This is an optimization exercise on Yosys and OpenROAD, whose aim is small area, a short achievable clock period and few clock cycles per item, not a production implementation.
In this exercise RTL edits were held to simulation tests only and were not proved equivalent to the original.

==> exp/umber: inputs <==
Design binomial_coefficient_unit, start of the top module:
module binomial_coefficient_unit (
  input  logic                            clk_i,
  input  logic                            rst_ni,
  input  logic                            req_valid_i,
  output logic                            req_ready_o,
  input  logic [bcu_pkg::ArgWidth-1:0]    req_total_n_i,
  input  logic [bcu_pkg::ArgWidth-1:0]    req_choose_k_i,
  output logic                            rsp_valid_o,
  input  logic                            rsp_ready_i,
  output logic [bcu_pkg::CoefWidth-1:0]   rsp_coefficient_o,
  output logic [bcu_pkg::StatusWidth-1:0] rsp_status_o
);
  typedef enum logic [1:0] {
    StIdle  = 2'd0,
    StFirst = 2'd1,
    StMul   = 2'd2,
    StResp  = 2'd3
  } state_e;
  state_e                         state_q, state_d;
  logic [7:0]                     n_q, n_d;       
  logic [5:0]                     k_q, k_d;       
  logic [7:0]                     lo_q, lo_d;     
  logic [7:0]                     x_q, x_d;       
  logic [2:0]                     e3_q, e3_d;     
  logic [1:0]                     e5_q, e5_d;     
  logic [1:0]                     e7_q, e7_d;
  logic [1:0]                     e11_q, e11_d;
  logic [1:0]                     e13_q, e13_d;
  logic [9:0]                     pm_q, pm_d;     
  logic [7:0]                     f_q, f_d;       
  logic [7:0]                     nb_q, nb_d;     
  logic [7:0]                     nblg_q, nblg_d;  
  logic [bcu_pkg::CoefWidth-1:0]  coef_q, coef_d;
  bcu_pkg::status_e               status_q, status_d;
  logic       take;
  logic [7:0] rq_n, rq_k, rq_nk, rq_kp, rq_lo;
  logic       rq_range, rq_ovf, rq_k0, rq_k1;
  assign req_ready_o = (state_q == StIdle) || ((state_q == StResp) && rsp_ready_i);
  assign take        = req_valid_i && req_ready_o;
  logic [7:0] rq_maxk;
  logic       rq_kle;           
  always_comb begin
    rq_n     = req_total_n_i;
    rq_k     = req_choose_k_i;
    rq_nk    = rq_n - rq_k;
  ...
export LEC_CHECK = 0
export ABC_AREA = 1
export CAP_MARGIN = 20
export CORE_MARGIN = 2
export CORE_UTILIZATION = 40
export SETUP_SLACK_MARGIN = 0.8
export SLEW_MARGIN = 20
create_clock -name core_clock -period 7.0 [get_ports {clk_i}]
run.sh (not shown) runs the stock make flow with config.mk's settings and CLKGATE_MAP_FILE= SYNTH_SCRIPT=/design/flow/synth_recipe.tcl, a recipe that flattens the netlist after the stock synthesis.
==> exp/onyx (differences from exp/umber) <==
Settings changed: SETUP_SLACK_MARGIN 0.8 to 1.5.
==> qor.csv <==
metric,value,unit
multi_input_area,28900,um2
reg2reg_depth,45,
drtPass1Iterations,9,
crit_start,n_q[7],
seqCellArea,3650,um2
dr_wl_met3,9570,um
final.fill_count,9307,
status,timing/DRC/antenna clean,
That was exp/umber.
==> qor.csv <==
metric,value,unit
dr_wl_met3,9480,um
final.fill_count,8966,
crit_start,n_q[5],
seqCellArea,3650,um2
reg2reg_depth,42,
drtPass1Iterations,6,
multi_input_area,30300,um2
status,timing/DRC/antenna clean,
That was exp/onyx.
Testbench counts of exp/umber, summed over its fixed seeds: cycles 6,069, requests 1,280.
Testbench counts of exp/onyx, summed over its fixed seeds: cycles 6,069, requests 1,280.


==> job 6446 <==
binomial_coefficient_unit again, from the RTL that the note above started with.
export LEC_CHECK = 0
export CAP_MARGIN = 20
export CORE_MARGIN = 2
export CORE_UTILIZATION = 40
export SLEW_MARGIN = 20
create_clock -name core_clock -period 7.0 [get_ports {clk_i}]
==> inputs of job 913, as changes to job 6446 <==
--- a/flow/config.mk
+++ b/flow/config.mk
@@ -6,4 +6,5 @@
 export NUM_CORES = 4
 export LEC_CHECK = 0
+export ABC_AREA = 1
 export CAP_MARGIN = 20
 export CORE_MARGIN = 2
==> comparison <==
Between job 913 and job 6446, the lower synthesized cell count is in job 6446 (gap 10%, measured against job 6446).
Cell count: job 913 is larger than job 6446 (4.0%).
Global-route usage: job 6446 is higher than job 913 (1.1 points).
Of job 913 and job 6446, job 6446 has the higher utilization (gap 2.0 points).
In job 913 the via count is smaller than in job 6446, by about 7%.
Against job 913, the synthesized area of job 6446 is higher by about 7%.
Of job 913 and job 6446, job 6446 has the higher final area (gap about 11%, measured against job 6446).
Between job 913 and job 6446, the lower clock skew is in job 913 (gap 0.0039 ns).
==> figures <==
| quantity | job 913 | job 6446 |
|---|---|---|
| Via count of the first global-routing pass | 35505 | 38124 |
| Global-route wire length before repair | 199000 µm | 220000 µm |
| Data arrival time of the worst path | 6.84 ns | 6.95 ns |
| Effective utilization at floorplan | 40.4% | 40.4% |
| Simple logic cell fraction of the synthesized area | 27.3% | 22.7% |
| Sequential share of cell area | 9.16% | 8.14% |
| Maximum number of pins on one net before global-route repair | 66 | 101 |
| Worst setup slack for register-to-register paths | 0.40 ns | 0.27 ns |
| First-pass iteration count of the detailed router | 7 | 6 |
| Fillers | 9454 | 9561 |
| Result of the run | finished clean | finished clean |
| Number of non-filler instances in the completed layout | 6886 | 6621 |
| Clock transition at the register clock pins on the worst setup and hold paths after CTS | 0.08 ns | 0.07 ns |
| Area used by multi-input combinational logic | 28100 µm² | 32900 µm² |
| Met2 wire len | 54900 µm | 64100 µm |
| Fraction of met3 tracks used by global routing | 3.95% | 4.23% |
| Synthesized net count | 6347 | 5832 |
| Area fraction of the dominant cell type after synthesis | 20.4% | 19.0% |
| Clock period minus worst slack | 6.60 ns | 6.73 ns |
Testbench counts of job 6446, summed over its fixed seeds: cycles 6,069, requests 1,280.
Testbench counts of job 913, summed over its fixed seeds: cycles 6,069, requests 1,280.

static timing again, ports no longer ideal:
How much do the figures lean on ideal ports? The routed layouts below were timed once more, with nothing changed but the port constraints. Step 1: set_driving_cell puts a clkbuf_16 on clk_i and a buf_2 on each other input, an assumption about the parent block. Step 2 also shifts input and output timing later by t, the mid clock arrival at the registers, as if the neighbouring blocks saw the same clock. Three values: ideal, step 1, step 2; two values: the first two.
| run | shift t [ns] | slack for setup (ns) | hold slack, ns |
|---|---|---|---|
| exp/umber | 0.570 | 0.784 / 0.784 / 0.568 | 0.509 / 0.509 / 0.509 |
| exp/onyx | 0.540 | 0.826 / 0.826 / 0.826 | 0.506 / 0.506 / 0.506 |
| job 6446 | 0.559 | 0.267 / 0.267 / -0.233 | 0.597 / 0.597 / 0.597 |
| job 913 | 0.552 | 0.399 / 0.399 / 0.323 | 0.504 / 0.504 / 0.504 |
With both steps, setup timing fails in job 6446, where it was met with ideal ports. The setup slack of job 6446, which loses most, moves by 0.000 ns with the drivers and by -0.500 ns with both steps.
